From an optimization exercise on the open Yosys and OpenROAD flow, aimed at small area, a short achievable clock period and few clock cycles per item; shortcuts taken in it are not production practice. At most, simulation tests tie the RTL to the original design; equivalence was not proved. No functional check of the RTL was part of run 7. Power and IR drop assume default switching activity.

## config.mk

```make
export PLATFORM = sky130hd
export DESIGN_NAME = multichannel_to_mono_pcm16_unit
export DESIGN_NICKNAME = multichannel_to_mono_pcm16_unit
export VERILOG_FILES = /design/flow/design.v
export SDC_FILE = /design/flow/constraint.sdc
export NUM_CORES = 4
export LEC_CHECK = 0
export CAP_MARGIN = 20
export CORE_MARGIN = 2
export CORE_UTILIZATION = 60
export CTS_BUF_LIST = sky130_fd_sc_hd__clkbuf_4 sky130_fd_sc_hd__clkbuf_8
export SLEW_MARGIN = 20
```

## constraint.sdc

```tcl
create_clock -name core_clock -period 10.0 [get_ports {i_clk}]
set_input_delay 2.0000 -clock core_clock [delete_from_list [all_inputs] [get_ports {i_clk}]]
set_output_delay 2.0000 -clock core_clock [all_outputs]
set_load 0.01 [all_outputs]
```

## design.v

```verilog
`default_nettype none
package mcmono_pkg;
    localparam int MAX_CHANNELS = 8;
    localparam int                 CFG_IDX_W    = 1;
    localparam int                 CFG_W        = 4;
    localparam int                 CFG_FMT_W    = 2;
    localparam int                 CFG_CH_W     = 4;
    localparam logic [CFG_IDX_W-1:0] CFG_FORMAT   = 1'd0;
    localparam logic [CFG_IDX_W-1:0] CFG_CHANNELS = 1'd1;
    localparam logic [CFG_FMT_W-1:0] FMT_INT16   = 2'd0;
    localparam logic [CFG_FMT_W-1:0] FMT_FLOAT32 = 2'd1;
    localparam logic [CFG_FMT_W-1:0] FMT_RESET   = FMT_FLOAT32;
    localparam logic [CFG_CH_W-1:0]  CH_RESET    = 4'd2;
    localparam int CH_W   = $clog2(MAX_CHANNELS + 1);
    localparam int POS_W  = (MAX_CHANNELS > 1) ? $clog2(MAX_CHANNELS) : 1;
    localparam int SUM_W  = 36;
    localparam int MAG_W  = SUM_W - 1;
    localparam int MUL_W  = 24 + $clog2(MAX_CHANNELS);
    localparam int PROD_W = MUL_W + 15;
    localparam int NUM_W  = MUL_W + 17;
    localparam int DIV_W  = 16 + $clog2(MAX_CHANNELS);
    localparam int CNT_W  = $clog2(DIV_W);
    localparam int FIFO_DEPTH = 2;
    localparam logic [14:0]        PCM_SCALE = 15'd32767;
    localparam logic signed [15:0] PCM_MAX   = 16'sh7FFF;
    localparam logic signed [15:0] PCM_MIN   = 16'sh8000;
    typedef struct packed {
        logic signed [SUM_W-1:0] sum;
        logic                    zero;
        logic                    is_int;
        logic [CH_W-1:0]         ch;
        logic                    pkt_end;
    } t_frame;
endpackage
`default_nettype wire
`default_nettype none
module mcmono_add #(
    parameter int W = 36
) (
    input  wire  [W-1:0] i_a,
    input  wire  [W-1:0] i_b,
    input  wire          i_ci,
    output logic [W-1:0] o_s,
    output logic         o_co
);
    localparam int N = W + 1;
    logic [N-1:0] g, p, cg, cp;
    always_comb begin
        g[0] = i_ci;
        p[0] = 1'b0;
        for (int i = 0; i < W; i++) begin
            g[i+1] = i_a[i] & i_b[i];
            p[i+1] = i_a[i] ^ i_b[i];
        end
        cg = g;
        cp = p;
        for (int l = 1; l < N; l = l * 2) begin
            for (int i = 2 * l - 1; i < N; i = i + 2 * l) begin
                cg[i] = cg[i] | (cp[i] & cg[i-l]);
                cp[i] = cp[i] & cp[i-l];
            end
        end
        for (int l = 64; l >= 1; l = l / 2) begin
            for (int i = 3 * l - 1; i < N; i = i + 2 * l) begin
                cg[i] = cg[i] | (cp[i] & cg[i-l]);
                cp[i] = cp[i] & cp[i-l];
            end
        end
        for (int i = 0; i < W; i++) begin
            o_s[i] = p[i+1] ^ cg[i];
        end
        o_co = cg[N-1];
    end
endmodule
`default_nettype wire
`default_nettype none
module multichannel_to_mono_pcm16_unit (
    input  wire         i_clk,
    input  wire         i_rst_n,
    input  wire         i_cfg_we,
    input  wire [0:0]   i_cfg_index,
    input  wire [3:0]   i_cfg_data,
    input  wire         i_in_valid,
    output logic        o_in_ready,
    input  wire  [31:0] i_sample_bits,
    input  wire         i_silent,
    input  wire         i_packet_last,
    output logic        o_out_valid,
    input  wire         i_out_ready,
    output logic signed [15:0] o_mono_sample,
    output logic        o_packet_end
);
    logic       r_int;       
    logic       r_bad;       
    logic [2:0] r_nm1;       
    logic       r_ready;
    logic [2:0] r_pos;
    logic       r_fsil;
    logic       r_fpend;
    logic [1:0] r_count;     
    logic       accept;
    logic [2:0] pos_n;
    logic [2:0] nm1_n;
    logic       last;
    logic       commit;
    logic       xfer;
    assign accept = i_rst_n && i_in_valid && r_ready;
    assign last   = (r_pos == r_nm1);
    assign commit = accept && last;
    assign xfer   = i_rst_n && o_out_valid && i_out_ready;
    logic [7:0]  e;
    logic        f_big;
    logic        f_hi;
    logic        f_lo;
    logic [23:0] f_sig;
    logic [30:0] f_s1;
    logic [24:0] f_low;
    logic [31:0] f_mag;
    logic [31:0] i_val;
    assign e     = i_sample_bits[30:23];
    assign f_sig = {1'b1, i_sample_bits[22:0]};
    assign f_s1  = {7'd0, f_sig} << e[2:0];
    always_comb begin
        case (e[4:3])
            2'd0:    f_low = 25'(f_s1 >> 30);
            2'd1:    f_low = 25'(f_s1 >> 22);
            2'd2:    f_low = 25'(f_s1 >> 14);
            default: f_low = 25'(f_s1 >> 6);
        endcase
    end
    assign f_big = e[7] && ((e[6:3] != 4'd0) || (e[2] && e[1])) &&
                   !((e == 8'hFF) && (i_sample_bits[22:0] != 23'd0));
    assign f_hi  = e[7] && (e[6:3] == 4'd0) && !(e[2] && e[1]);
    assign f_lo  = (e[7:5] == 3'b011) && !((e[4:3] == 2'b00) && (e[2:0] != 3'd7));
    assign f_mag = f_big ? 32'h8000_0000 :
                   f_hi  ? {1'b0, f_s1[28:0], 2'b00} :
                   f_lo  ? {7'd0, f_low} : 32'd0;
    assign i_val = {{7{i_sample_bits[15]}}, i_sample_bits[15:0], 9'b0};
    logic [31:0] v_op;
    logic        v_inv;
    logic        v_ext;
    logic        v_last;
    logic        v_zero;
    logic        v_pend;
    always_ff @(posedge i_clk) begin
        v_op    <= accept ? (r_int ? i_val : (f_mag ^ {32{i_sample_bits[31]}})) : 32'd0;
        v_inv   <= accept && !r_int && i_sample_bits[31];
        v_ext   <= accept && (r_int ? i_sample_bits[15] : i_sample_bits[31]);
        v_last  <= commit;
        v_zero  <= r_fsil || i_silent || r_bad;
        v_pend  <= r_fpend || i_packet_last;
    end
    logic [35:0] r_acc;
    logic [35:0] sum;
    logic [35:0] addend;
    logic [35:0] acc_in;
    logic        s_neg;
    logic        s_cyl;
    logic        s_cye;
    logic [3:0]  v_n;
    assign v_n    = {1'b0, r_nm1} + 4'd1;
    assign addend = {{4{v_ext}}, v_op};
    assign acc_in = r_acc;
    mcmono_add #(.W(36)) u_acc_add (
        .i_a  (acc_in),
        .i_b  (addend),
        .i_ci (v_inv),
        .o_s  (sum),
        .o_co ()
    );
    assign s_neg  = sum[35];
    assign s_cyl  = (sum[14:12] == 3'd0) && (sum[11:8] < v_n);
    assign s_cye  = (sum[14:12] == 3'd0) && (sum[11:8] == v_n) && (sum[7:0] == 8'd0);
    always_ff @(posedge i_clk) begin
        if (!i_rst_n) begin
            r_acc <= {24'd0, 4'd2, 8'd0};
        end else if (i_cfg_we || v_last) begin
            r_acc <= {24'd0, {1'b0, nm1_n} + 4'd1, 8'd0};
        end else begin
            r_acc <= sum;
        end
    end
    logic        p_valid;
    logic [27:0] p_b;            
    logic        p_bs;           
    logic [6:0]  p_hi;           
    logic        p_cy;
    logic [10:0] p_hx;
    logic        p_sat;
    logic        p_zero;
    logic        p_pend;
    logic [2:0]  p_nm1;
    logic        p_move;
    always_ff @(posedge i_clk) begin
        if (v_last) begin
            p_b    <= sum[27:0];
            p_bs   <= s_neg;
            p_cy   <= s_cyl || (s_cye && !s_neg);
            p_hi   <= sum[34:28];
            p_zero <= v_zero;
            p_pend <= v_pend;
            p_nm1  <= r_nm1;
        end
    end
    assign p_hx  = {p_hi, p_b[27:24]} ^ {11{p_bs}};
    assign p_sat = (p_hx[10:3] != 8'd0) || (p_hx[2:0] > p_nm1);
    logic [28:0] ys;
    logic [18:0] x;
    logic [17:0] xm;
    logic [17:0] p_m;
    logic [1:0]  p_k;
    logic        p_d1;
    logic [2:0]  p_dsel;         
    logic        fast;
    mcmono_add #(.W(29)) u_y_add (
        .i_a  ({p_b[27], p_b}),
        .i_b  ({{16{~p_b[27]}}, ~p_b[27:15]}),
        .i_ci (p_cy),
        .o_s  (ys),
        .o_co ()
    );
    assign x  = ys[27:9];
    always_comb begin
        case (p_nm1)
            3'd1, 3'd5: p_k = 2'd1;
            3'd3:       p_k = 2'd2;
            3'd7:       p_k = 2'd3;
            default:    p_k = 2'd0;
        endcase
        case (p_nm1)
            3'd0, 3'd1, 3'd3, 3'd7: p_d1 = 1'b1;
            default:                p_d1 = 1'b0;
        endcase
        case (p_nm1)
            3'd4:    p_dsel = 3'b010;
            3'd6:    p_dsel = 3'b100;
            default: p_dsel = 3'b001;
        endcase
    end
    assign xm   = x[17:0] ^ {18{p_bs}};
    assign fast = p_zero || p_sat || p_d1;
    assign p_m  = p_zero ? 18'd0 :
                  p_sat  ? {3'd0, 14'h3FFF, !p_bs} :
                  (!p_d1 && (p_k == 2'd1)) ? {1'b0, xm[17:1]} : xm;
    logic        o_valid;
    logic        o_busy;
    logic [14:0] o_sh;
    logic        o_sign;
    logic        o_pend;
    logic [2:0]  o_rem;
    logic [2:0]  o_dsel;         
    logic [2:0]  o_cnt;
    logic [1:0]  o_k;
    logic [17:0] o_m;
    logic [14:0] o_q;
    logic        out_take;
    assign out_take = !o_busy && (!o_valid || i_out_ready);
    assign p_move   = p_valid && out_take;
    function automatic logic [3:0] dstep(input logic [2:0] ds, input logic [2:0] r,
                                         input logic b);
        logic       q3, q5, q7;
        logic [2:0] r3, r5, r7;
        q3    = r[1] | (r[0] & b);
        r3[2] = 1'b0;
        r3[1] = (r[0] & ~b) | (r[1] & b);
        r3[0] = (~r[1] & ~r[0] & b) | (r[1] & ~b);
        q5    = r[2] | (r[1] & r[0]) | (r[1] & b);
        r5[2] = (~r[2] & r[1] & ~r[0] & ~b) | (r[2] & b);
        r5[1] = (~r[2] & ~r[1] & r[0]) | (r[1] & r[0] & b) | (r[2] & ~b);
        r5[0] = (~r[2] & ~r[1] & b) | (r[1] & r[0] & ~b) | (r[2] & ~b);
        q7    = r[2] | (r[1] & r[0] & b);
        r7[0] = b ^ q7;
        r7[1] = r[0] ^ (q7 & b);
        r7[2] = r[1] ^ (q7 & r[0] & b);
        dstep = ({4{ds[0]}} & {q3, r3}) | ({4{ds[1]}} & {q5, r5}) | ({4{ds[2]}} & {q7, r7});
    endfunction
    logic [3:0] ds0, ds1, ds2;
    assign ds0 = dstep(o_dsel, o_rem, o_sh[14]);
    assign ds1 = dstep(o_dsel, ds0[2:0], o_sh[13]);
    assign ds2 = dstep(o_dsel, ds1[2:0], o_sh[12]);
    always_ff @(posedge i_clk) begin
        if (!i_rst_n) begin
            o_valid <= 1'b0;
            o_busy  <= 1'b0;
        end else if (p_move) begin
            o_pend <= p_pend;
            o_sign <= !p_zero && p_bs;
            o_rem  <= p_m[17:15];
            o_sh   <= p_m[14:0];
            o_k    <= (p_zero || p_sat || !p_d1) ? 2'd0 : p_k;
            o_dsel <= p_dsel;
            o_cnt  <= 3'd4;
            if (fast) begin
                o_valid <= 1'b1;
                o_busy  <= 1'b0;
            end else begin
                o_valid <= 1'b0;
                o_busy  <= 1'b1;
            end
        end else if (o_busy) begin
            o_sh  <= {o_sh[11:0], ds0[3], ds1[3], ds2[3]};
            o_rem <= ds2[2:0];
            o_cnt <= o_cnt - 3'd1;
            if (o_cnt == 3'd0) begin
                o_busy  <= 1'b0;
                o_valid <= 1'b1;
            end
        end else if (i_out_ready) begin
            o_valid <= 1'b0;
        end
    end
    assign o_m = {o_rem, o_sh};
    always_comb begin
        case (o_k)
            2'd1:    o_q = o_m[15:1];
            2'd2:    o_q = o_m[16:2];
            2'd3:    o_q = o_m[17:3];
            default: o_q = o_m[14:0];
        endcase
    end
    assign o_out_valid   = o_valid;
    assign o_mono_sample = {o_sign, o_q ^ {15{o_sign}}};
    assign o_packet_end  = o_pend;
    logic [1:0] count_n;
    logic       int_n;
    logic       bad_n;
    always_comb begin
        int_n = r_int;
        bad_n = r_bad;
        nm1_n = r_nm1;
        pos_n = r_pos;
        if (i_cfg_we) begin
            if (i_cfg_index == 1'b0) begin
                int_n = (i_cfg_data[1:0] == 2'd0);
                bad_n = i_cfg_data[1];
            end else begin
                nm1_n = (i_cfg_data == 4'd0) ? 3'd0 :
                        (i_cfg_data > 4'd8)  ? 3'd7 : 3'(i_cfg_data - 4'd1);
            end
            pos_n = 3'd0;
        end else if (accept) begin
            pos_n = last ? 3'd0 : r_pos + 3'd1;
        end
        count_n = r_count + {1'b0, commit} - {1'b0, xfer};
    end
    logic nl_acc;
    logic nl_cfg;
    logic notlast_n;
    logic cnt2_n;
    logic ready_n;
    assign nl_acc    = last ? (r_nm1 != 3'd0) : (r_pos + 3'd1 != r_nm1);
    assign nl_cfg    = i_cfg_index[0] ? (i_cfg_data[3:1] != 3'd0) : (r_nm1 != 3'd0);
    assign notlast_n = i_cfg_we ? nl_cfg : (accept ? nl_acc : !last);
    assign cnt2_n    = !xfer && (r_count[1] || (r_count[0] && accept && last));
    assign ready_n   = !cnt2_n || notlast_n;
    always_ff @(posedge i_clk) begin
        if (!i_rst_n) begin
            r_int   <= 1'b0;
            r_bad   <= 1'b0;
            r_nm1   <= 3'd1;
            r_pos   <= 3'd0;
            r_fsil  <= 1'b0;
            r_fpend <= 1'b0;
            r_count <= 2'd0;
            r_ready <= 1'b1;
            p_valid <= 1'b0;
        end else begin
            r_int   <= int_n;
            r_bad   <= bad_n;
            r_nm1   <= nm1_n;
            r_pos   <= pos_n;
            r_count <= count_n;
            r_ready <= ready_n;
            if (i_cfg_we || (accept && last)) begin
                r_fsil  <= 1'b0;
                r_fpend <= 1'b0;
            end else if (accept) begin
                r_fsil  <= r_fsil || i_silent;
                r_fpend <= r_fpend || i_packet_last;
            end
            if (v_last) begin
                p_valid <= 1'b1;
            end else if (p_move) begin
                p_valid <= 1'b0;
            end
        end
    end
    assign o_in_ready = r_ready;
endmodule
`default_nettype wire
```

## flow/run.sh

```bash
#!/bin/bash
# The standard layout, with the port buffers made of buf_2 cells instead of the default
# delay buffer (every input and output port still gets its own buffer), and the timing
# repair aiming for 6 ns of setup slack at the design's clock period.
set -euo pipefail
bash standard.sh finish "BUFFER_PORTS_ARGS=-buffer_cell sky130_fd_sc_hd__buf_2" SETUP_SLACK_MARGIN=6 > standard_flow.log 2>&1
```

## standard.sh

```bash
#!/bin/bash
# synth_recipe.tcl (not shown) runs the flow's synth.tcl, then flattens the netlist and writes it again
# the make line also repeats each setting of config.mk as NAME=value (left out here)
make -C /OpenROAD-flow-scripts/flow DESIGN_CONFIG=/design/flow/config.mk WORK_HOME=/design/flow/orfs CLKGATE_MAP_FILE= SYNTH_SCRIPT=/design/flow/synth_recipe.tcl "${@:-finish}"
```

==> results of run 1 <==
[power by group through the flow]
| stage | Sequential (mW) | Combinational [mW] | Clock, mW |
|---|---|---|---|
| after floorplan | 0.724 | 0.175 | 0 |
| after global placement | 0.731 | 0.235 | 0 |
| after detailed placement | 0.732 | 0.236 | 0 |
| after CTS | 0.716 | 0.241 | 0.535 |
| after global routing | 0.718 | 0.271 | 0.561 |
| final | 0.716 | 0.244 | 0.528 |
[per-layer routing]
layer / up-vias / GRT usage / wire [um]
met5: - / 0 / 0
met4: 0 / 0.0705 / 386
met3: 27 / 0.0364 / 1080
met2: 241 / 0.427 / 11900
met1: 4158 / 0.380 / 12700
li1: 4310 / - / -
[path summary, 6_finish.rpt]
kind                            startpoint               end  depth (start not counted)
worst max-delay path              o_sh[12]  o_mono_sample[9]                          3
worst min-delay path                v_pend            p_pend                          0
worst max register to register     p_b[23]          o_rem[0]                         16
worst min register to register      v_pend            p_pend                          0
[area by class of cell]
class / count / area [um2] / share of cell area
clock buffer: 18 / 248 / 0.0199
clock inverter: 14 / 196 / 0.0158
inverter: 60 / 233 / 0.0187
multi-input combinational: 878 / 7040 / 0.565
sequential: 159 / 3880 / 0.312
tap: 234 / 293 / 0.0235
timing repair buffer: 90 / 554 / 0.0445
timing repair inverter: 1 / 5.00 / 0.000402
[cell families after synthesis]
group,after synthesis,synth area share
flip-flops,159,0.342
multiplexers,77,0.105
AO/OA/AOI/OAI,256,0.149
adder cells (fa/ha/maj),106,0.134
XOR/XNOR,108,0.0832
AND/OR/NAND/NOR,331,0.143
buffers and inverters,125,0.0441
[timing repair]
| item | in CTS | in global routing |
|---|---|---|
| endpoints found under the setup margin | 38 | 29 |
| setup buffers | 19 | 5 |
| resized for setup | 5 | 10 |
| cloned | 0 | 1 |
| pin swaps | 3 | 6 |
[worst max-delay path: stages (launching register included)]
cell and delay [ps]:
edfxtp_1 580, mux4_2 540, xor2_1 150, buf_2 170
[placed cells by master (no fill, tap or decap), types with 23 or more instances in the layout]
cell type  count
nor2_1        91
dfxtp_1       88
nand2_1       83
a21oi_1       82
ha_1          77
xnor2_1       70
edfxtp_1      70
buf_2         60
inv_1         57
xor2_1        38
mux2i_1       35
and3_1        34
mux4_2        33
fa_1          27
buf_4         26
o21ai_0       25
a21o_1        23
[flip-flops by register name (all words and copies together), names as in the netlist, 3 cells and up]
name    flops
o_cnt       3
o_dsel      3
o_rem       3
o_sh       15
p_b        28
p_hi        7
p_nm1       3
r_acc      36
r_nm1       3
r_pos       3
v_op       32
[through the flow]
| step | cells | hold WS [ps] | instance area (um2) | util |
|---|---|---|---|---|
| after detailed placement | 1397 | 389 | 11700 | 0.630 |
| final | 1454 | 412 | 12500 | 0.668 |
| after global routing | 1454 | 432 | 12500 | 0.668 |
| after CTS | 1448 | 414 | 12400 | 0.663 |
| after global placement | 1397 | 389 | 11700 | 0.630 |
| after floorplan | 1162 | 386 | 11400 | - |
==> results.cfg, run 1 <==
[status]
outcome = finished clean

[placed_design]
portBuffers = 62
gp_congestion = 0.898
place_ws_ps = 5410
dp_hpwl_um = 19400

[synthesis]
syn_avg_cell_area_um2 = 9.78
synth.net_count = 1311
yosysSeqAreaShare = 0.342
synth_edf_count = 70
synth.top_cell.area_share = 0.185
netlist_top_cells_area = edfxtp_1, dfxtp_1, ha_1
synth_cell_types = 75
yosysMostFrequentCell = nor2_1
synth_top_area_cell = edfxtp_1
synth_cells = 1162
synth_area_mm2 = 0.0114
synth_seq_cells = 159
synth_common_cells = nor2_1, dfxtp_1, a21oi_1, nand2_1, ha_1
synthArstFlopShare = 0
synthFlopType = dfxtp_1
synth_warnings = 3

[grt]
antenna_found_initial = 0
grt_start_max_net_pins = 50
grt_pass1_wl_um = 42200
track_usage = 0.265
grt_pass1_vias = 8159
grt_overflow = 0

[cts]
insertion_delay_ps = 460
root_buffer = clkbuf_8
postCtsHoldBufs = 0
cts_inserted_buffers = 17
cts_buffer_depth = 2
numClockSinks = 159
cts_tree = done
h-tree-depth = 4
clk_pin_slew_ps = 100

[floorplanning]
die-area_mm2 = 0.0201
fp.coreArea_mm2 = 0.0186
fp.dieH_um = 142
rows = 50
start_util = 0.610
ioPinCount = 63
die_w_um = 142

[timing]
fin_crit_sh = 0.390
slew_violations = 0
skew_ps = 15.6
rsz0062_at_grt = yes
setup_viol = 0
max_freq_mhz = 257
hold_violations = 0
slew_headroom = 0.279
worst_slew_pin_slew_ps = 1080
period_needed_ps = 3900
fin_tns_setup_ps = 0
setup_ws_ps = 6100

[final_layout]
nNetsFinal = 1356
n_antenna_cell = 0
fillCellCount = 1547
area_delta_synth_final_pct = 9.61
drive_gt1_frac = 0.156

[pwr]
p_per_area_mw_per_mm2 = 119
power_frac_comb = 0.164
p_switching_mw = 0.421
ir_drop_v = 0.0000838
p_leak_nw = 5.45
p_seq_frac = 0.481
finalPower_mw = 1.49
p_sw_frac = 0.283
pwr-share-clk = 0.355
internal_power_mw = 1.07

[min_path]
hp-class = flop to flop

[route]
drtAntennaViolNets = 0
drtPass1Iterations = 7
vias = 8736
wirelength_um = 26000
drc = 0
wire_per_inst_um = 17.9
drtIter0Drc = 575
avgViaCountPerCell = 6.01

[critical_path]
cp.required_ps = 8000
cp-end-kind = output pin
critical_path_class = flop to output pin
r2r_slack_ps = 6150
worst_ep_arrival_time_ps = 1900
cp-start-kind = flop
crit_fanout = 11

[flow_run]
drv_cap = 0
Testbench counts, summed over its fixed seeds: cycles 14,010, frames 3,072.
==> run 2: changes to the inputs <==
--- a/config.mk
+++ b/config.mk
@@ -7,2 +7,3 @@
 export LEC_CHECK = 0
+export ABC_AREA = 1
 export CAP_MARGIN = 20
==> run 2 against run 1 <==
Net effect:
- clock power shrank 9.3%
- wire length grew 4.0%
- sequential power grew 0.8%
- largest cell class unchanged
==> results.cfg, run 2 <==
[route]
avgViaCountPerCell = 5.57
drtIter0Drc = 601
top_layer_used = met4
wl_met2_um = 13700
wirelength_um = 27000
drtPass1Iterations = 5
drtAntennaViolNets = 0
met3_length_um = 884
vias = 9859
drc = 0
m1WireLength_um = 11500
wire_per_inst_um = 15.3

[synthesis]
synth_cell_types = 57
yosysMostFrequentCell = nand2_1
synthArstFlopShare = 0
netlist_top_cells_area = edfxtp_1, dfxtp_1, nand2_1
synth_top_area_cell = edfxtp_1
synthFlopType = dfxtp_1
syn_avg_cell_area_um2 = 7.78
yosysSeqAreaShare = 0.338
synth_warnings = 3
synth.top_cell.area_share = 0.183
synth_edf_count = 70
synth_area_mm2 = 0.0115
synth_cells = 1478
synth.net_count = 1627
synth_common_cells = nand2_1, inv_1, a21oi_1, o21ai_0, dfxtp_1
synth_seq_cells = 159

[critical_path]
worst_ep_arrival_time_ps = 1860
r2r_cells = 17
worstPathCellList = nand2_4, o22ai_1, a21oi_1, o21ai_1, xor2_1, buf_2
cp_slowest_stage_delay_ps = 540
critical_path_class = flop to output pin
crit_buf_inv = 1
cp-end-kind = output pin
crit_cells = 6
crit_fanout = 15
r2r_slack_ps = 6320
reg2reg_from = v_op[0]
crit_family = flip-flops
slowest_stage = edfxtp_1
worst_r2r_endpoint = p_cy
cp-start-kind = flop
cp.required_ps = 8000

[cts]
numClockSinks = 159
root_buffer = clkbuf_8
clk_pin_slew_ps = 100
cts_buffer_depth = 2
cts_tree = done
cts_inserted_buffers = 17
insertion_delay_ps = 450
h-tree-depth = 4

[final_layout]
area_delta_synth_final_pct = 7.86
largest_register = r_acc
reg_top3 = r_acc (36), v_op (32), p_b (28)
layout_common_cells = nand2_1, inv_1, a21oi_1
n_antenna_cell = 0
drive_gt1_frac = 0.119
largest_reg_flops = 36
layout_commonest_cell = nand2_1
design_area_mm2 = 0.0124
nNetsFinal = 1671

[timing]
worst_slew_pin_slew_ps = 1040
fin_crit_sh = 0.386
skew_ps = 11.8
hold_violations = 0
slew_violations = 0
fin_tns_setup_ps = 0
rsz0062_at_grt = no
setup_viol = 0
period_needed_ps = 3860
max_freq_mhz = 259
slew_headroom = 0.310

[pwr]
p_leak_nw = 5.91
p_per_area_mw_per_mm2 = 117
ir_drop_v = 0.000108

[flow_run]
drv_cap = 0

[min_path]
hold_path_startpoint = v_zero
min_path_cells = 0
min_to = p_zero
hp-class = flop to flop

[grt]
grt_pass1_wl_um = 43300
grt_overflow = 0
grt_pass1_vias = 9064
track_usage = 0.269
grt_start_max_net_pins = 45
antenna_found_initial = 0

[floorplanning]
rows = 50
die_w_um = 142
fp.coreArea_mm2 = 0.0188
die-area_mm2 = 0.0203
fp.dieH_um = 142
ioPinCount = 63
start_util = 0.613

[status]
outcome = finished clean

[placed_design]
gp_congestion = 0.967
dp_hpwl_um = 21200
dpl_cell_area_mm2 = 0.0118
portBuffers = 62
-- run 2: what timing repair did --
item	CTS	global route
pin swaps	0	1
setup buffers	1	13
hold buffers	0	0
endpoints found under the setup margin	15	27
gates resized for setup	3	12
-- run 2: cells by family (layout without fill, tap and decap cells) --
group	count (synthesis)	in the layout	synth area share
buffers and inverters	243	300	0.0873
adders and majority gates	105	105	0.132
DFF	159	159	0.338
xor gates and xnor gates	74	74	0.0564
muxes	8	8	0.00697
AOI/OAI and AO/OA	318	318	0.159
and+or+nand+nor	571	571	0.221
-- run 2: cell type report --
type	count	area, um2
clock buffers	17	234
inverters	190	719
fillers	1645	6370
clock inverters	15	166
multi-input cells	1076	6660
repair buffers	78	445
well taps	234	293
flip-flops and latches	159	3880
-- run 2: per-layer routing --
layer	up-vias	GRT usage
li1	5063	-
met1	4519	0.320
met2	219	0.495
met3	58	0.0336
met4	0	0.107
met5	-	0
-- run 2: worst max-delay path by stage --
| stage | end | startpoint |
|---|---|---|
| CTS | o_mono_sample[14] | o_k[1] |
| global placement | r_count[1] | i_rst_n |
| global route | o_mono_sample[14] | o_k[1] |
| floorplan | o_cnt[0] | i_out_ready |
| detailed placement | r_count[1] | i_rst_n |
| finish | o_mono_sample[14] | o_k[1] |
-- run 2: metrics by stage --
stage | power (mW) | std cells | hold WS [ps] | utilization | worst slack, ps
after CTS | 1.45 | 1756 | 420 | 0.652 | 6000
after global routing | 1.52 | 1769 | 423 | 0.661 | 6000
after floorplan | 0.910 | 1478 | 386 | - | 6000
after detailed placement | 0.979 | 1723 | 395 | 0.630 | 5720
after global placement | 0.975 | 1723 | 391 | 0.630 | 5830
final | 1.45 | 1769 | 412 | 0.661 | 6140
-- run 2: report_power, final --
| part | total, mW | internal (mW) | leakage [nW] | switching (mW) |
|---|---|---|---|---|
| clock | 0.479 | 0.210 | 0.200 | 0.268 |
| combinational | 0.248 | 0.0880 | 4.34 | 0.159 |
| sequential | 0.722 | 0.702 | 1.38 | 0.0197 |
==> run 3: changes to the inputs <==
--- a/config.mk
+++ b/config.mk
@@ -7,3 +7,2 @@
 export LEC_CHECK = 0
-export ABC_AREA = 1
 export CAP_MARGIN = 20
@@ -12,2 +11,3 @@
 export CTS_BUF_LIST = sky130_fd_sc_hd__clkbuf_4 sky130_fd_sc_hd__clkbuf_8
+export GPL_TIMING_DRIVEN = 1
 export SLEW_MARGIN = 20
==> run 3 against run 2 <==
Net effect:
- sequential power down 0.8%
- still clean
- die area is 1.1% lower
- wire length is 3.8% lower
- core utilization rose by 0.75 points
- sequential share of layout area down 0.14 points
- final cell count decreased by 18%
- largest power group unchanged
==> results.cfg, run 3 <==
[grt]
antenna_found_initial = 0
grt_overflow = 0
grt_pass1_vias = 8159
grt_pass1_wl_um = 42200
grt_start_max_net_pins = 50
track_usage = 0.265

[floorplanning]
fp.coreArea_mm2 = 0.0186
rows = 50
die_w_um = 142
die-area_mm2 = 0.0201
ioPinCount = 63
fp.dieH_um = 142
start_util = 0.610

[final_layout]
layout_commonest_cell = nor2_1
reg_top3 = r_acc (36), v_op (32), p_b (28)
drive_gt1_frac = 0.156
area_delta_synth_final_pct = 9.61
nNetsFinal = 1356
largest_reg_flops = 36
largest_register = r_acc
layout_common_cells = nor2_1, dfxtp_1, nand2_1
stdcell_count = 1454
n_antenna_cell = 0

[critical_path]
crit_fanout = 11
critical_path_class = flop to output pin
cp-end-kind = output pin
cp-start-kind = flop
slowest_stage = edfxtp_1
worstPathCellList = mux4_2, xor2_1, buf_2
worst_ep_arrival_time_ps = 1900
cp.required_ps = 8000
cp_slowest_stage_delay_ps = 580

[synthesis]
synthArstFlopShare = 0
synth_top_area_cell = edfxtp_1
synth.net_count = 1311
synth.top_cell.area_share = 0.185
syn_avg_cell_area_um2 = 9.78
synth_edf_count = 70
synth_cells = 1162
yosysMostFrequentCell = nor2_1
synth_area_mm2 = 0.0114
synth_cell_types = 75
synth_common_cells = nor2_1, dfxtp_1, a21oi_1, nand2_1, ha_1
synthFlopType = dfxtp_1
yosysSeqAreaShare = 0.342
synth_seq_cells = 159
synth_warnings = 3
netlist_top_cells_area = edfxtp_1, dfxtp_1, ha_1

[cts]
insertion_delay_ps = 460
cts_inserted_buffers = 17
numClockSinks = 159
clk_pin_slew_ps = 100
h-tree-depth = 4
root_buffer = clkbuf_8
postCtsHoldBufs = 0
cts_buffer_depth = 2
cts_tree = done

[timing]
hold_slack_ps = 412
fin_tns_setup_ps = 0
setup_viol = 0
hold_violations = 0
period_needed_ps = 3900
skew_ps = 15.6
rsz0062_at_grt = yes
worst_slew_pin_slew_ps = 1080
max_freq_mhz = 257
slew_violations = 0
fin_crit_sh = 0.390
setup_ws_ps = 6100
slew_headroom = 0.279

[route]
drtPass1Iterations = 7
met3_length_um = 1080
drtIter0Drc = 575
drtAntennaViolNets = 0
m1WireLength_um = 12700
top_layer_used = met4
wire_per_inst_um = 17.9
avgViaCountPerCell = 6.01
wl_met2_um = 11900
drc = 0
vias = 8736
wirelength_um = 26000

[pwr]
p_leak_nw = 5.45
ir_drop_v = 0.0000838
p_per_area_mw_per_mm2 = 119
finalPower_mw = 1.49

[placed_design]
gp_congestion = 0.898
dp_hpwl_um = 19400
place_ws_ps = 5410
place_inst = 1397
portBuffers = 62

[min_path]
hp-class = flop to flop

[flow_run]
drv_cap = 0

[status]
outcome = finished clean
==> run 3: area by class of cell <==
cell class / instances / area, um2
inverter: 60 / 233
clock buffer: 18 / 248
timing repair buffer: 90 / 554
multi-input combinational: 878 / 7040
timing repair inverter: 1 / 5.00
fill: 1547 / 6190
tap: 234 / 293
clock inverter: 14 / 196
sequential: 159 / 3880
==> run 3: critical path: cells and delay by family, from the launching register on <==
family | cells | cell delay (ps)
xor+xnor | 1 | 150
buf+inv | 1 | 170
mux | 1 | 540
flops | 1 | 580
==> run 3: final timing paths <==
check | startpoint | end | slack (ps) | cells after the start
max | o_sh[12] | o_mono_sample[9] | 6100 | 3
min | v_pend | p_pend | 410 | 0
max reg2reg | p_b[23] | o_rem[0] | 6150 | 16
min reg2reg | v_pend | p_pend | 410 | 0
==> run 3: power by group <==
group,total [mW],internal (mW),switching [mW],leakage [nW]
Combinational,0.244,0.104,0.140,3.86
Sequential,0.716,0.698,0.0175,1.37
Clock,0.528,0.264,0.264,0.226
==> run 3: cells by family (layout without fill, tap and decap cells) <==
kind of cell             Yosys count  count (layout)  synth area share
AND/OR/NAND/NOR                  331             331             0.143
AO/OA/AOI/OAI                    256             256             0.149
flip-flops                       159             159             0.342
buffers and inverters            125             183            0.0441
XOR/XNOR                         108             108            0.0832
adder cells (fa/ha/maj)          106             106             0.134
multiplexers                      77              77             0.105
==> run 3: metrics by stage <==
stage	area [um2]	utilization
after floorplan	11400	-
after global placement	11700	0.630
after detailed placement	11700	0.630
after CTS	12400	0.663
after global routing	12500	0.668
final	12500	0.668
==> run 3: repair_timing <==
action,in CTS,in global routing
resized for setup,5,10
setup endpoints to repair,38,29
pin swaps,3,6
setup buffers,19,5
cloned,0,1
==> run 3: per-layer routing <==
| layer | global-route usage | vias up |
|---|---|---|
| li1 | - | 4310 |
| met5 | 0 | - |
| met4 | 0.0705 | 0 |
| met2 | 0.427 | 241 |
| met1 | 0.380 | 4158 |
| met3 | 0.0364 | 27 |
==> run 4: changes to the inputs <==
--- a/config.mk
+++ b/config.mk
@@ -9,5 +9,4 @@
 export CORE_MARGIN = 2
-export CORE_UTILIZATION = 60
+export CORE_UTILIZATION = 70
 export CTS_BUF_LIST = sky130_fd_sc_hd__clkbuf_4 sky130_fd_sc_hd__clkbuf_8
-export GPL_TIMING_DRIVEN = 1
 export SLEW_MARGIN = 20
==> run 4 against run 3 <==
Net effect:
- still clean on timing, DRC and antenna
- sequential power barely moved
- critical path depth up 1
- area after synthesis stayed put
- largest power group unchanged
==> results.cfg, run 4 <==
[route]
wire_per_inst_um = 18.7
drtIter0Drc = 501
drtAntennaViolNets = 0
avgViaCountPerCell = 6.19
vias = 8870
wirelength_um = 26800
drtPass1Iterations = 5
drc = 0

[timing]
hold_violations = 0
slew_headroom = 0.309
period_needed_ps = 3940
max_freq_mhz = 254
setup_viol = 0
fin_crit_sh = 0.394
skew_ps = 21.2
rsz0062_at_grt = yes
worst_slew_pin_slew_ps = 1030
fin_tns_setup_ps = 0
slew_violations = 0

[final_layout]
largest_register = r_acc
reg_top3 = r_acc (36), v_op (32), p_b (28)
layout_commonest_cell = nor2_1
nNetsFinal = 1352
area_delta_synth_final_pct = 8.98
layout_common_cells = nor2_1, dfxtp_1, a21oi_1
n_antenna_cell = 0
drive_gt1_frac = 0.154
stdcell_count = 1432
largest_reg_flops = 36

[synthesis]
synth_edf_count = 70
synth_seq_cells = 159
synthFlopType = dfxtp_1
synth.net_count = 1311
synth_cell_types = 75
synth_cells = 1162
synth_area_mm2 = 0.0114
synth_common_cells = nor2_1, dfxtp_1, a21oi_1, nand2_1, ha_1
yosysMostFrequentCell = nor2_1
syn_avg_cell_area_um2 = 9.78
synth_warnings = 3
synth_top_area_cell = edfxtp_1
netlist_top_cells_area = edfxtp_1, dfxtp_1, ha_1
synth.top_cell.area_share = 0.185
yosysSeqAreaShare = 0.342
synthArstFlopShare = 0

[min_path]
hp-class = flop to flop

[status]
outcome = finished clean

[pwr]
ir_drop_v = 0.0000958
finalPower_mw = 1.47
p_per_area_mw_per_mm2 = 119
p_leak_nw = 5.43

[critical_path]
crit_fanout = 11
r2r_slack_ps = 6150
cp-end-kind = output pin
critical_path_class = flop to output pin
worst_r2r_endpoint = o_rem[0]
critPathCapture = o_mono_sample[6]
worst_ep_arrival_time_ps = 1940
cp-start-kind = flop
reg2reg_from = p_b[23]
cp.required_ps = 8000
startpoint = o_k[0]
r2r_cells = 16

[grt]
grt_start_max_net_pins = 50
antenna_found_initial = 0
track_usage = 0.319
grt_pass1_vias = 8874
grt_overflow = 0
grt_pass1_wl_um = 43800

[placed_design]
portBuffers = 62
place_inst = 1380
dp_hpwl_um = 19900
gp_congestion = 0.969

[floorplanning]
fp.coreArea_mm2 = 0.0159
fp.dieH_um = 131
ioPinCount = 63
die_w_um = 131
start_util = 0.715
rows = 46
die-area_mm2 = 0.0173

[cts]
cts_tree = done
insertion_delay_ps = 470
h-tree-depth = 4
cts_inserted_buffers = 17
postCtsHoldBufs = 0
cts_buffer_depth = 2
root_buffer = clkbuf_8
clk_pin_slew_ps = 100
numClockSinks = 159

[flow_run]
drv_cap = 0
## run 4: cell counts after synthesis
Identical to the previous run, type by type.
## run 4: how the worst min path moves through the flow
stage / startpoint / slack (ps) / end / cells past startpoint
after floorplan: v_pend / 390 / p_pend / 0
after global placement: v_pend / 400 / p_pend / 0
after detailed placement: v_pend / 400 / p_pend / 0
after CTS: v_pend / 430 / p_pend / 0
after global routing: v_pend / 430 / p_pend / 0
final: v_pend / 420 / p_pend / 0
## run 4: worst max-delay path, stage by stage (launching register included)
cell and delay, ps:
edfxtp_1 430, buf_12 170, mux4_2 510, xor2_1 190, buf_2 160
## run 4: layout make-up
class                           count  area (um2)
Timing Repair inverter              1        5.00
Timing Repair Buffer               86         520
Inverter                           60         233
Sequential cell                   159        3880
Fill cell                        1109        3500
Tap cell                          216         270
Clock inverter                     14         190
Clock buffer                       18         241
Multi-Input combinational cell    878        7040
## run 4: timing repair
action	in CTS	in global routing
pin swaps	1	7
endpoints found under the setup margin	41	30
buffers inserted	15	4
cloned	0	1
gates resized for setup	3	11
## run 4: report_power, final
part,internal [mW],total [mW],switching (mW)
logic,0.104,0.247,0.144
registers,0.698,0.713,0.0145
clock network,0.240,0.512,0.273
## run 4: metrics by stage
stage	hold slack (ps)	utilization	instance area [um2]	setup WS [ps]
after floorplan	386	-	11400	6060
after global placement	401	0.738	11700	5340
after detailed placement	405	0.738	11700	5360
after CTS	426	0.775	12300	5960
after global routing	425	0.780	12400	5940
final	424	0.780	12400	6060
## run 4: per-layer routing
layer  vias up  part of all wire  global-route usage
met2       301              0.51               0.567
met1      4189              0.39               0.373
met4         0             0.044               0.158
met3        79             0.048              0.0532
met5         -                 0                   0
li1       4301                 -                   -
## run 4: logic make-up after synthesis
family,synth area share
AND/OR/NAND/NOR,0.143
adder cells (fa/ha/maj),0.134
AO/OA/AOI/OAI,0.149
multiplexers,0.105
XOR/XNOR,0.0832
flip-flops,0.342
buffers and inverters,0.0441
==> run 5: changes to the inputs <==
==> flow/run.sh (replaced) <==
#!/bin/bash
# The standard layout, with the port buffers made of buf_2 cells instead of the default
# delay buffer (every input and output port still gets its own buffer), and the timing
# repair aiming for 6.5 ns of setup slack at the design's clock period.
set -euo pipefail
bash standard.sh finish "BUFFER_PORTS_ARGS=-buffer_cell sky130_fd_sc_hd__buf_2" SETUP_SLACK_MARGIN=6.5 > standard_flow.log 2>&1
--- a/config.mk
+++ b/config.mk
@@ -9,3 +9,3 @@
 export CORE_MARGIN = 2
-export CORE_UTILIZATION = 70
+export CORE_UTILIZATION = 60
 export CTS_BUF_LIST = sky130_fd_sc_hd__clkbuf_4 sky130_fd_sc_hd__clkbuf_8
==> run 5 against run 4 <==
Net effect:
- total power shrank 0.15%
- non-clock buffer count up 37
- critical path depth unchanged
- sequential share of layout area fell by 2.0 points
- setup slack improved by 52 ps
- combinational power increased by 11%
- first-iteration DRC count decreased by 19%
- die area grew 16%
- clock power decreased by 5.7%
- critical path type unchanged
- critical endpoint is now o_mono_sample[12]
==> results.cfg, run 5 <==
[placed_design]
place_inst = 1397
dp_hpwl_um = 20800
gp_congestion = 0.934
portBuffers = 62

[timing]
max_freq_mhz = 257
fin_crit_sh = 0.388
slew_violations = 0
slew_headroom = 0.387
period_needed_ps = 3880
hold_violations = 0
rsz0062_at_grt = yes
setup_viol = 0
skew_ps = 18.9
worst_slew_pin_slew_ps = 920
fin_tns_setup_ps = 0
hold_slack_ps = 436

[synthesis]
synth_warnings = 3
synth_common_cells = nor2_1, dfxtp_1, a21oi_1, nand2_1, ha_1
synthArstFlopShare = 0
synth_top_area_cell = edfxtp_1
synth.top_cell.area_share = 0.185
synth_edf_count = 70
synth_cells = 1162
yosysSeqAreaShare = 0.342
yosysMostFrequentCell = nor2_1
synth_area_mm2 = 0.0114
synth_seq_cells = 159
netlist_top_cells_area = edfxtp_1, dfxtp_1, ha_1
synth_cell_types = 75
synth.net_count = 1311
synthFlopType = dfxtp_1
syn_avg_cell_area_um2 = 9.78

[pwr]
p_leak_nw = 5.72
finalPower_mw = 1.47
p_per_area_mw_per_mm2 = 111
ir_drop_v = 0.0000904

[critical_path]
crit_buf_inv = 2
crit_fanout = 6
slowest_stage = edfxtp_1
cp-start-kind = flop
cp-end-kind = output pin
critical_path_class = flop to output pin
cp_slowest_stage_delay_ps = 480
worstPathCellList = buf_6, mux4_2, xor2_1, buf_2
cp.required_ps = 8000
crit_family = flip-flops
worst_ep_arrival_time_ps = 1880

[cts]
postCtsHoldBufs = 0
numClockSinks = 159
h-tree-depth = 4
cts_inserted_buffers = 17
cts_buffer_depth = 2
cts_tree = done
root_buffer = clkbuf_8
insertion_delay_ps = 470
clk_pin_slew_ps = 100

[final_layout]
reg_top3 = r_acc (36), v_op (32), p_b (28)
drive_gt1_frac = 0.249
layout_commonest_cell = dfxtp_1
nNetsFinal = 1391
area_delta_synth_final_pct = 16.4
largest_register = r_acc
n_antenna_cell = 0
largest_reg_flops = 36
layout_common_cells = dfxtp_1, nor2_1, nand2_1
stdcell_count = 1489
finalCoreUtilization = 0.709
fillCellCount = 1443

[floorplanning]
start_util = 0.610
fp.coreArea_mm2 = 0.0186
rows = 50
fp.dieH_um = 142
die_w_um = 142
die-area_mm2 = 0.0201
ioPinCount = 63

[route]
drtIter0Drc = 404
wirelength_um = 28400
vias = 8996
avgViaCountPerCell = 6.04
wire_per_inst_um = 19.1
drc = 0
drtAntennaViolNets = 0
drtPass1Iterations = 5

[grt]
grt_overflow = 0
antenna_found_initial = 0
grt_pass1_wl_um = 44900
grt_pass1_vias = 8605
grt_start_max_net_pins = 50
track_usage = 0.286

[min_path]
hp-class = flop to flop

[status]
outcome = finished clean

[flow_run]
drv_cap = 0
==> run 5: final cells by class <==
class / count / area, um2 / share of cell area
Multi-Input combinational cell: 880 / 7520 / 0.569
Clock inverter: 15 / 164 / 0.0124
Clock buffer: 17 / 234 / 0.0177
Inverter: 60 / 235 / 0.0178
Sequential cell: 159 / 3880 / 0.294
Tap cell: 234 / 293 / 0.0221
Timing Repair inverter: 1 / 7.51 / 0.000568
Timing Repair Buffer: 123 / 886 / 0.0670
==> run 5: metrics by stage <==
stage / worst slack, ps / instance area, um2
after CTS: 6090 / 12900
after floorplan: 6170 / 11600
after global placement: 5620 / 11900
after detailed placement: 5570 / 11900
after global routing: 6030 / 13200
final: 6120 / 13200
==> run 5: kinds of logic (layout without fill, tap and decap cells) <==
kind of cell / Yosys count / in the layout / share of synthesized area
xor+xnor: 108 / 108 / 0.0832
mux: 77 / 77 / 0.105
compound gates: 256 / 256 / 0.149
flops: 159 / 159 / 0.342
simple gates: 331 / 333 / 0.143
buf+inv: 125 / 216 / 0.0441
fa+ha+maj: 106 / 106 / 0.134
==> run 5: worst paths after layout <==
check / start / endpoint / slack (ps) / cells after the start
max reg2reg: o_sh[14] / o_rem[1] / 6290 / 18
min: v_zero / p_zero / 440 / 0
max: o_sh[14] / o_mono_sample[12] / 6120 / 4
min reg2reg: v_zero / p_zero / 440 / 0
==> run 5: power by group <==
group          leakage, nW  internal [mW]  switching (mW)
clock                0.206          0.210           0.273
sequential            1.37          0.698          0.0146
combinational         4.14          0.120           0.154
==> run 5: per-layer routing <==
layer | vias up | part of all wire | GRT usage
li1 | 4376 | - | -
met1 | 4378 | 0.41 | 0.350
met2 | 197 | 0.53 | 0.520
met3 | 45 | 0.030 | 0.0354
met4 | 0 | 0.027 | 0.103
met5 | - | 0 | 0
==> run 5: repair_timing <==
item                                   4_1_cts  5_1_grt
setup endpoints to repair                   69       58
endpoints found under the hold margin        0        0
pin swaps                                   40       33
cloned                                       1        2
buffers inserted                            46       11
gates resized for setup                     52       46
==> run 5: worst reg2reg max path, delay by kind of cell, from the launching register on <==
family                     cells  cell delay, ps
AOI/OAI and AO/OA              7            1270
xor gates and xnor gates       1             170
adders and majority gates      3             600
buffers and inverters          2             260
DFF                            1             480
and+or+nand+nor                5             690
==> run 6: changes to the inputs <==
==> flow/run.sh (replaced) <==
#!/bin/bash
# The standard layout, with the port buffers made of buf_2 cells instead of the default
# delay buffer (every input and output port still gets its own buffer), and the timing
# repair aiming for 7 ns of setup slack at the design's clock period.
set -euo pipefail
bash standard.sh finish "BUFFER_PORTS_ARGS=-buffer_cell sky130_fd_sc_hd__buf_2" SETUP_SLACK_MARGIN=7 > standard_flow.log 2>&1
==> run 6 against run 5 <==
Net effect:
- via count rose by 7.1%
- critical path type unchanged
- die area did not move
- sequential power grew 0.6%
- non-clock buffer count rose by 43
- total power is 8.8% higher
- synthesized cell count is the same
- hold slack better by 2.2 ps
- still clean on timing, DRC and antenna
==> results.cfg, run 6 <==
[route]
wirelength_um = 32800
vias = 9637
avgViaCountPerCell = 6.29
drtIter0Drc = 618
drtPass1Iterations = 5
wire_per_inst_um = 21.4
drtAntennaViolNets = 0
drc = 0

[critical_path]
cp-end-kind = output pin
worst_ep_arrival_time_ps = 1920
worstPathCellList = buf_12, mux4_2, xor2_2, buf_2
cp-start-kind = flop
critical_path_class = flop to output pin
cp_slowest_stage_delay_ps = 540
slowest_stage = mux4_2
crit_fanout = 9
cp.required_ps = 8000

[placed_design]
portBuffers = 62
place_ws_ps = 5570
dpl_cell_area_mm2 = 0.0123
place_inst = 1398
dp_hpwl_um = 20200
gp_congestion = 0.899

[flow_run]
drv_cap = 0

[grt]
grt_pass1_vias = 9253
grt_pass1_wl_um = 48300
grt_use_met3 = 0.0415
track_usage = 0.309
grt_overflow = 0
grt_use_met2 = 0.526
top_usage_layer = met2
grt_start_max_net_pins = 46
antenna_found_initial = 1
gr-usage-met1 = 0.397

[final_layout]
largest_reg_flops = 36
layout_common_cells = buf_4, dfxtp_1, nand2_1
layout_commonest_cell = buf_4
reg_top3 = r_acc (36), v_op (32), p_b (28)
area_delta_synth_final_pct = 32.6
nNetsFinal = 1434
drive_gt1_frac = 0.384
stdcell_count = 1533
largest_register = r_acc
design_area_mm2 = 0.0151
fillCellCount = 1112

[synthesis]
synthFlopType = dfxtp_1
synth_common_cells = nor2_1, dfxtp_1, a21oi_1, nand2_1, ha_1
synth_seq_cells = 159
syn_avg_cell_area_um2 = 9.78
yosysSeqAreaShare = 0.342
netlist_top_cells_area = edfxtp_1, dfxtp_1, ha_1
synthArstFlopShare = 0
synth_cell_types = 75
synth_warnings = 3
synth_top_area_cell = edfxtp_1
synth_cells = 1162
yosysMostFrequentCell = nor2_1
synth.net_count = 1311
synth_edf_count = 70
synth.top_cell.area_share = 0.185
synth_area_mm2 = 0.0114

[cts]
numClockSinks = 159
insertion_delay_ps = 470
root_buffer = clkbuf_8
clk_pin_slew_ps = 100
cts_buffer_depth = 2
cts_tree = done
cts_inserted_buffers = 17
h-tree-depth = 4

[floorplanning]
start_util = 0.610
fp.dieH_um = 142
rows = 50
die-area_mm2 = 0.0201
die_w_um = 142
ioPinCount = 63
fp.coreArea_mm2 = 0.0186

[timing]
worst_slew_pin_slew_ps = 1240
hold_violations = 0
slew_headroom = 0.173
setup_viol = 0
skew_ps = 18.3
period_needed_ps = 3920
fin_crit_sh = 0.392
max_freq_mhz = 255
slew_violations = 0
fin_tns_setup_ps = 0
setup_ws_ps = 6080
rsz0062_at_grt = yes

[pwr]
finalPower_mw = 1.60
ir_drop_v = 0.0000910
p_per_area_mw_per_mm2 = 106
p_leak_nw = 6.20

[status]
outcome = finished clean

[min_path]
hp-class = flop to flop
-- run 6: cell counts after synthesis --
Identical to the previous run, type by type.
-- run 6: through the flow --
step | utilization | hold slack [ps]
global placement | 0.660 | 402
finish | 0.808 | 438
CTS | 0.767 | 446
floorplan | - | 386
detailed placement | 0.660 | 413
global route | 0.808 | 479
-- run 6: cell type report --
| class | count | area [um2] | share of cell area |
|---|---|---|---|
| Antenna cell | 1 | 2.50 | 0.000166 |
| Clock buffer | 18 | 248 | 0.0164 |
| Clock inverter | 14 | 169 | 0.0112 |
| Inverter | 60 | 260 | 0.0173 |
| Multi-Input combinational cell | 880 | 8660 | 0.574 |
| Sequential cell | 159 | 3900 | 0.259 |
| Tap cell | 234 | 293 | 0.0194 |
| Timing Repair Buffer | 166 | 1530 | 0.101 |
| Timing Repair inverter | 1 | 7.51 | 0.000498 |
-- run 6: what timing repair did --
action                                  4_1_cts  5_1_grt
gates resized for setup                     170      123
hold buffers                                  0        0
endpoints found under the setup margin      109      112
hold endpoints to repair                      0        0
gates cloned                                  9        0
setup buffers                                64       29
pin swaps                                   106       80
-- run 6: final timing paths --
kind                start                to  slack, ps  cells after the start
setup / recovery   o_k[0]  o_mono_sample[3]       6080                      4
hold / removal     p_pend            o_pend        440                      0
setup reg to reg  p_b[23]          o_rem[0]       6150                     16
hold reg to reg    p_pend            o_pend        440                      0
-- run 6: cells by family (layout without fill, tap and decap cells) --
| family | count (synthesis) | after routing | share of synthesized area |
|---|---|---|---|
| and+or+nand+nor | 331 | 333 | 0.143 |
| AOI/OAI and AO/OA | 256 | 256 | 0.149 |
| DFF | 159 | 159 | 0.342 |
| buffers and inverters | 125 | 259 | 0.0441 |
| xor gates and xnor gates | 108 | 108 | 0.0832 |
| adders and majority gates | 106 | 106 | 0.134 |
| muxes | 77 | 77 | 0.105 |
| other | 0 | 1 | 0 |
-- run 6: worst max-delay path: cells and delay by family (launching register included) --
kind | cells | cell delay (ps)
xor+xnor | 1 | 160
buf+inv | 2 | 310
flops | 1 | 450
mux | 1 | 540
-- run 6: metal layers --
| layer | share of wire | vias to the layer above |
|---|---|---|
| met5 | 0 | - |
| li1 | - | 4465 |
| met1 | 0.39 | 4630 |
| met3 | 0.067 | 106 |
| met2 | 0.49 | 436 |
| met4 | 0.045 | 0 |
-- run 6: power by group --
group	leakage, nW	internal (mW)	switching [mW]
registers	1.38	0.698	0.0184
clock network	0.213	0.219	0.285
logic	4.61	0.177	0.202
==> run 7: changes to the inputs <==
--- a/design.v
+++ b/design.v
@@ -252,3 +252,3 @@
     logic [2:0]  o_cnt;
-    logic [1:0]  o_k;
+    logic [3:0]  o_k;            
     logic [17:0] o_m;
@@ -289,3 +289,3 @@
             o_sh   <= p_m[14:0];
-            o_k    <= (p_zero || p_sat || !p_d1) ? 2'd0 : p_k;
+            o_k    <= (p_zero || p_sat || !p_d1) ? 4'b0001 : (4'b0001 << p_k);
             o_dsel <= p_dsel;
@@ -312,10 +312,4 @@
     assign o_m = {o_rem, o_sh};
-    always_comb begin
-        case (o_k)
-            2'd1:    o_q = o_m[15:1];
-            2'd2:    o_q = o_m[16:2];
-            2'd3:    o_q = o_m[17:3];
-            default: o_q = o_m[14:0];
-        endcase
-    end
+    assign o_q = ({15{o_k[0]}} & o_m[14:0]) | ({15{o_k[1]}} & o_m[15:1]) |
+                 ({15{o_k[2]}} & o_m[16:2]) | ({15{o_k[3]}} & o_m[17:3]);
     assign o_out_valid   = o_valid;
==> flow/run.sh (replaced) <==
#!/bin/bash
# The standard layout, with the port buffers made of buf_2 cells instead of the default
# delay buffer (every input and output port still gets its own buffer), and the timing
# repair aiming for 6 ns of setup slack at the design's clock period.
set -euo pipefail
bash standard.sh finish "BUFFER_PORTS_ARGS=-buffer_cell sky130_fd_sc_hd__buf_2" SETUP_SLACK_MARGIN=6 > standard_flow.log 2>&1
==> run 7 against run 6 <==
Net effect:
- hold slack got worse by 37 ps
- count of clock-buffer cells in the layout increased by 2
- clock skew rose by 2.2 ps
- design area decreased by 17%
- wire length down 19%
- first-iteration DRC count down 25%
- sequential share of layout area is 5.8 points higher
- core utilization is 14 points lower
- critical path depth grew 14
- register-to-register slack got worse by 270 ps
- largest cell class unchanged
- highest routed layer unchanged
==> results.cfg, run 7 <==
[status]
outcome = finished clean

[synthesis]
yosysMostFrequentCell = nor2_1
synth.net_count = 1339
synth_edf_count = 72
netlist_top_cells_area = edfxtp_1, dfxtp_1, ha_1
synth_top_area_cell = edfxtp_1
synth_common_cells = nor2_1, dfxtp_1, a21oi_1, nand2_1, xnor2_1
syn_avg_cell_area_um2 = 9.47
synth_cells = 1190
synth_seq_cells = 161
synth_area_mm2 = 0.0113
synth.top_cell.area_share = 0.192
yosysSeqAreaShare = 0.350
synth_warnings = 3
synth_cell_types = 75
synthFlopType = dfxtp_1
synthArstFlopShare = 0

[critical_path]
cp-start-kind = flop
cp.required_ps = 10310
cp-end-kind = flop
critPathCapture = o_rem[1]
r2r_slack_ps = 5880
critical_path_class = flop to flop
reg2reg_from = p_b[15]
startpoint = p_b[15]
worst_ep_arrival_time_ps = 4430
crit_fanout = 2
r2r_cells = 18
worst_r2r_endpoint = o_rem[1]

[timing]
setup_viol = 0
rsz0062_at_grt = yes
fin_tns_setup_ps = 0
slew_headroom = 0.363
skew_ps = 20.5
max_freq_mhz = 243
worst_slew_pin_slew_ps = 956
period_needed_ps = 4120
slew_violations = 0
hold_violations = 0
fin_crit_sh = 0.412

[cts]
numClockSinks = 161
cts_inserted_buffers = 17
postCtsHoldBufs = 0
insertion_delay_ps = 470
clk_pin_slew_ps = 100
cts_tree = done
cts_buffer_depth = 2
root_buffer = clkbuf_8
h-tree-depth = 4

[final_layout]
drive_gt1_frac = 0.149
reg_top3 = r_acc (36), v_op (32), p_b (28)
area_delta_synth_final_pct = 10.4
nNetsFinal = 1395
n_antenna_cell = 0
largest_register = r_acc
layout_common_cells = nor2_1, dfxtp_1, nand2_1
layout_commonest_cell = nor2_1
largest_reg_flops = 36

[grt]
grt_start_max_net_pins = 51
track_usage = 0.276
grt_overflow = 0
antenna_found_initial = 0
grt_pass1_vias = 8694
grt_pass1_wl_um = 44100

[floorplanning]
die-area_mm2 = 0.0199
ioPinCount = 63
fp.coreArea_mm2 = 0.0186
die_w_um = 141
start_util = 0.607
rows = 50
fp.dieH_um = 141

[route]
met3_length_um = 920
vias = 8918
wl_met2_um = 13500
wirelength_um = 26400
avgViaCountPerCell = 5.97
top_layer_used = met4
drtPass1Iterations = 5
m1WireLength_um = 11500
drtIter0Drc = 463
drtAntennaViolNets = 0
wire_per_inst_um = 17.7
drc = 0

[placed_design]
gp_congestion = 0.927
portBuffers = 62
dp_hpwl_um = 19600

[flow_run]
drv_cap = 0

[pwr]
p_leak_nw = 5.40
p_per_area_mw_per_mm2 = 117
finalPower_mw = 1.46
ir_drop_v = 0.000109

[min_path]
hp-class = flop to flop
-- run 7: what timing repair did --
action / CTS / global route
pin swaps: 10 / 5
cloned: 0 / 1
gates resized for setup: 16 / 7
endpoints found under the setup margin: 17 / 35
buffers inserted: 24 / 12
-- run 7: metrics by stage --
step	std cells	area, um2	hold slack (ps)	util	setup WS, ps
final	1493	12400	401	0.670	5880
after global routing	1493	12400	404	0.670	5660
after CTS	1480	12300	407	0.664	5920
after detailed placement	1424	11700	390	0.628	5320
after global placement	1424	11700	386	0.628	5440
after floorplan	1190	11300	386	-	5840
-- run 7: where the power goes --
| part | total, mW | switching [mW] | internal [mW] |
|---|---|---|---|
| Combinational | 0.240 | 0.139 | 0.101 |
| Sequential | 0.723 | 0.0151 | 0.708 |
| Clock | 0.494 | 0.266 | 0.227 |
| Total | 1.46 | 0.421 | 1.04 |
-- run 7: worst min-delay path by stage --
stage | endpoint | slack, ps | from | depth (start not counted)
global placement | p_pend | 390 | v_pend | 0
detailed placement | p_pend | 390 | v_pend | 0
global route | p_zero | 400 | v_zero | 0
CTS | p_pend | 410 | v_pend | 0
finish | p_pend | 400 | v_pend | 0
floorplan | p_pend | 390 | v_pend | 0
-- run 7: final cells by class --
cell class                 count  area [um2]
clock inverter                12         136
multi-input combinational    907        6960
sequential                   161        3950
inverter                      56         218
tap                          234         293
clock buffer                  20         275
timing repair inverter         1        5.00
timing repair buffer         102         616
fill                        1564        6130
-- run 7: cell families (layout without fill, tap and decap cells) --
family,after synthesis,in the layout,synth area share
and+or+nand+nor,339,339,0.145
AOI/OAI and AO/OA,288,288,0.170
DFF,161,161,0.350
buffers and inverters,122,191,0.0423
xor gates and xnor gates,107,107,0.0831
adders and majority gates,106,106,0.135
muxes,67,67,0.0741
-- run 7: worst max-delay path: stages, from the launching register on --
cell       delay (ps)
edfxtp_1          430
inv_2             100
ha_4              200
a211oi_2          210
o21ai_1            90
o2111ai_2          90
a41oi_2           180
a311o_1           370
a211o_1           280
a31o_2            210
a41o_1            220
o41a_1            350
fa_2              370
xor2_2            190
xnor2_1           210
nor2_1             70
a21oi_1           140
a21oi_1            90
a31oi_1           170
-- run 7: layer usage --
| layer | vias to the layer above | GRT usage |
|---|---|---|
| met5 | - | 0 |
| met4 | 0 | 0.0753 |
| met1 | 4248 | 0.345 |
| met3 | 38 | 0.0397 |
| met2 | 187 | 0.501 |
| li1 | 4445 | - |
==> run 8: changes to the inputs <==
--- a/design.v
+++ b/design.v
@@ -209,2 +209,3 @@
     logic [17:0] xm;
+    logic [14:0] xk;
     logic [17:0] p_m;
@@ -240,6 +241,15 @@
     assign xm   = x[17:0] ^ {18{p_bs}};
+    always_comb begin
+        case (p_k)
+            2'd1:    xk = x[15:1];
+            2'd2:    xk = x[16:2];
+            2'd3:    xk = x[17:3];
+            default: xk = x[14:0];
+        endcase
+    end
     assign fast = p_zero || p_sat || p_d1;
     assign p_m  = p_zero ? 18'd0 :
-                  p_sat  ? {3'd0, 14'h3FFF, !p_bs} :
-                  (!p_d1 && (p_k == 2'd1)) ? {1'b0, xm[17:1]} : xm;
+                  p_sat  ? {3'd0, !p_bs, 13'd0, 1'b1} | {4'd0, {13{!p_bs}}, 1'b0} :
+                  p_d1   ? {3'd0, xk} :
+                  (p_k == 2'd1) ? {1'b0, xm[17:1]} : xm;
     logic        o_valid;
@@ -252,5 +262,2 @@
     logic [2:0]  o_cnt;
-    logic [3:0]  o_k;            
-    logic [17:0] o_m;
-    logic [14:0] o_q;
     logic        out_take;
@@ -289,3 +296,2 @@
             o_sh   <= p_m[14:0];
-            o_k    <= (p_zero || p_sat || !p_d1) ? 4'b0001 : (4'b0001 << p_k);
             o_dsel <= p_dsel;
@@ -300,3 +306,3 @@
         end else if (o_busy) begin
-            o_sh  <= {o_sh[11:0], ds0[3], ds1[3], ds2[3]};
+            o_sh  <= {o_sh[11:0], {ds0[3], ds1[3], ds2[3]} ^ {3{o_sign}}};
             o_rem <= ds2[2:0];
@@ -311,7 +317,4 @@
     end
-    assign o_m = {o_rem, o_sh};
-    assign o_q = ({15{o_k[0]}} & o_m[14:0]) | ({15{o_k[1]}} & o_m[15:1]) |
-                 ({15{o_k[2]}} & o_m[16:2]) | ({15{o_k[3]}} & o_m[17:3]);
     assign o_out_valid   = o_valid;
-    assign o_mono_sample = {o_sign, o_q ^ {15{o_sign}}};
+    assign o_mono_sample = {o_sign, o_sh};
     assign o_packet_end  = o_pend;
==> run 8 against run 7 <==
Net effect:
- still clean on timing, DRC and antenna
- critical path depth stayed put
- synthesized cell count is 5.6% higher
- clock skew decreased by 3.7 ps
- via count up 3.5%
- register-to-register slack improved by 110 ps
- clock power is 11% higher
- largest cell class unchanged
==> results.cfg, run 8 <==
[placed_design]
gp_congestion = 0.980
portBuffers = 62
dpl_cell_area_mm2 = 0.0118
dp_hpwl_um = 19800

[critical_path]
reg2reg_from = p_b[27]
crit_family = simple AND/OR/NAND/NOR gates
cp-end-kind = flop
cp.required_ps = 10210
worstPathCellList = clkinvlp_4, buf_6, buf_6, ha_4, nand2_2, or3_4, o211ai_1, o211a_1, a41oi_2, nor2b_4, fa_2, xnor2_2, buf_4, xor2_1, a31oi_1, nor2_1, nor3_2, o21ai_1
r2r_cells = 18
cp-start-kind = flop
critical_path_class = flop to flop
cp_slowest_stage_delay_ps = 410
worst_r2r_endpoint = o_sh[14]
crit_buf_inv = 4
worst_ep_arrival_time_ps = 4220
slowest_stage = edfxtp_1
crit_top_cell = buf_6
r2r_slack_ps = 5990
crit_fanout = 6

[min_path]
hold_path_startpoint = v_pend
min_path_cells = 0
min_to = p_pend
hp-class = flop to flop

[route]
wire_per_inst_um = 17.3
drtPass1Iterations = 6
drtIter0Drc = 466
wirelength_um = 27000
drc = 0
vias = 9229
avgViaCountPerCell = 5.92
drtAntennaViolNets = 0

[timing]
skew_ps = 16.9
hold_violations = 0
max_freq_mhz = 249
slew_violations = 0
slew_headroom = 0.364
rsz0062_at_grt = yes
worst_slew_pin_slew_ps = 948
fin_tns_setup_ps = 0
fin_crit_sh = 0.401
setup_viol = 0
period_needed_ps = 4010

[synthesis]
synth_edf_count = 68
synthArstFlopShare = 0
syn_avg_cell_area_um2 = 9.05
synth.top_cell.area_share = 0.179
yosysSeqAreaShare = 0.336
synth.net_count = 1406
synth_top_area_cell = edfxtp_1
netlist_top_cells_area = edfxtp_1, dfxtp_1, ha_1
synth_area_mm2 = 0.0114
synth_cell_types = 76
synth_cells = 1257
yosysMostFrequentCell = nor2_1
synth_warnings = 3
synth_seq_cells = 157
synth_common_cells = nor2_1, a21oi_1, nand2_1, dfxtp_1, ha_1
synthFlopType = dfxtp_1

[pwr]
power_frac_comb = 0.177
ir_drop_v = 0.0000931
p_seq_frac = 0.463
p_per_area_mw_per_mm2 = 119
p_leak_nw = 5.60
pwr-share-clk = 0.360
p_sw_frac = 0.285
internal_power_mw = 1.08
p_switching_mw = 0.433
finalPower_mw = 1.52

[cts]
insertion_delay_ps = 470
cts_buffer_depth = 2
clk_pin_slew_ps = 90
numClockSinks = 157
postCtsHoldBufs = 0
cts_inserted_buffers = 17
h-tree-depth = 4
root_buffer = clkbuf_8
cts_tree = done

[status]
outcome = finished clean

[final_layout]
layout_commonest_cell = nor2_1
register_area_mm2 = 0.00382
largest_reg_flops = 36
largest_register = r_acc
fillCellCount = 1496
design_area_mm2 = 0.0128
n_antenna_cell = 0
drive_gt1_frac = 0.157
area_delta_synth_final_pct = 12.5
multi_input_area_mm2 = 0.00735
reg_top3 = r_acc (36), v_op (32), p_b (28)
layout_common_cells = nor2_1, a21oi_1, nand2_1, dfxtp_1, ha_1
nNetsFinal = 1462

[flow_run]
drv_cap = 0

[floorplanning]
rows = 50
die-area_mm2 = 0.0201
ioPinCount = 63
die_w_um = 142
fp.dieH_um = 142
start_util = 0.610
fp.coreArea_mm2 = 0.0186

[grt]
grt_start_max_net_pins = 48
grt_pass1_wl_um = 43200
grt_pass1_vias = 8702
track_usage = 0.270
antenna_found_initial = 0
grt_overflow = 0
==> run 8: stage by stage <==
step | utilization | setup WS [ps] | cells | hold WS (ps)
CTS | 0.666 | 5980 | 1540 | 419
global placement | 0.633 | 5460 | 1496 | 386
floorplan | - | 6050 | 1257 | 386
global route | 0.687 | 5800 | 1560 | 432
finish | 0.687 | 5990 | 1560 | 415
detailed placement | 0.633 | 5480 | 1496 | 396
==> run 8: final cells by class <==
class	instances	area share
sequential	157	0.299
inverter	65	0.0196
clock inverter	15	0.0175
tap	234	0.0229
multi-input combinational	971	0.574
clock buffer	17	0.0183
timing repair buffer	101	0.0485
==> run 8: worst max-delay path by stage <==
stage	depth (start not counted)	endpoint	slack, ps	start
after global placement	18	o_sh[14]	5460	p_b[27]
after CTS	18	o_sh[14]	5980	p_b[23]
after detailed placement	18	o_sh[14]	5480	p_b[27]
final	18	o_sh[14]	5990	p_b[27]
after global routing	14	o_sh[11]	5800	p_b[27]
after floorplan	17	o_sh[13]	6050	p_b[27]
==> run 8: repair_timing <==
item | in CTS | in global routing
buffers inserted | 12 | 18
gates resized for setup | 12 | 47
pin swaps | 8 | 30
endpoints found under the setup margin | 17 | 37
==> run 8: power groups by stage <==
stage	Sequential (mW)	Combinational, mW	Clock (mW)
floorplan	0.714	0.183	0
global route	0.706	0.296	0.583
CTS	0.704	0.253	0.557
global placement	0.718	0.245	0
detailed placement	0.718	0.247	0
finish	0.704	0.268	0.547
==> run 8: logic make-up after synthesis <==
| kind of cell | count (synthesis) | synth area share |
|---|---|---|
| AO/OA/AOI/OAI | 315 | 0.177 |
| adder cells (fa/ha/maj) | 106 | 0.134 |
| buffers and inverters | 129 | 0.0450 |
| AND/OR/NAND/NOR | 381 | 0.160 |
| XOR/XNOR | 101 | 0.0777 |
| flip-flops | 157 | 0.336 |
| multiplexers | 68 | 0.0703 |
==> run 8: metal layers <==
| metal | share of wire | global-route usage |
|---|---|---|
| met1 | 0.42 | 0.325 |
| met2 | 0.51 | 0.496 |
| met3 | 0.040 | 0.0341 |
| met4 | 0.029 | 0.0984 |
| met5 | 0 | 0 |
Testbench counts of run 8, summed over its fixed seeds: cycles 14,010, frames 3,072.

==> re-timing with driven ports <==
The flow's constraints put no driver on any port. The routed layouts listed below were extracted and timed again, unchanged, in two steps.
Step 1 sets driving cells, clkbuf_16 on the clock port and buf_2 on the other inputs (assumed; they add their load-dependent delay and slew).
Step 2, shift: input delay + t, output delay - t, t = (earliest + latest rising clock arrival at the registers) / 2. This alone moves slack from input paths to output paths.
Three values: ideal, step 1, step 2; two values: the first two.
| run | t, ns | setup WS [ns] |
|---|---|---|
| run 1 | 0.492 | 6.104 / 6.060 / 5.735 |
| run 2 | 0.482 | 6.141 / 6.103 / 5.784 |
| run 3 | 0.492 | 6.104 / 6.060 / 5.735 |
| run 4 | 0.503 | 6.065 / 6.025 / 5.617 |
| run 5 | 0.500 | 6.116 / 6.072 / 6.043 |
| run 6 | 0.512 | 6.083 / 6.036 / 5.893 |
| run 7 | 0.500 | 5.877 / 5.877 / 5.675 |
| run 8 | 0.502 | 5.991 / 5.991 / 5.685 |
After both steps setup and hold are still met in every run listed.
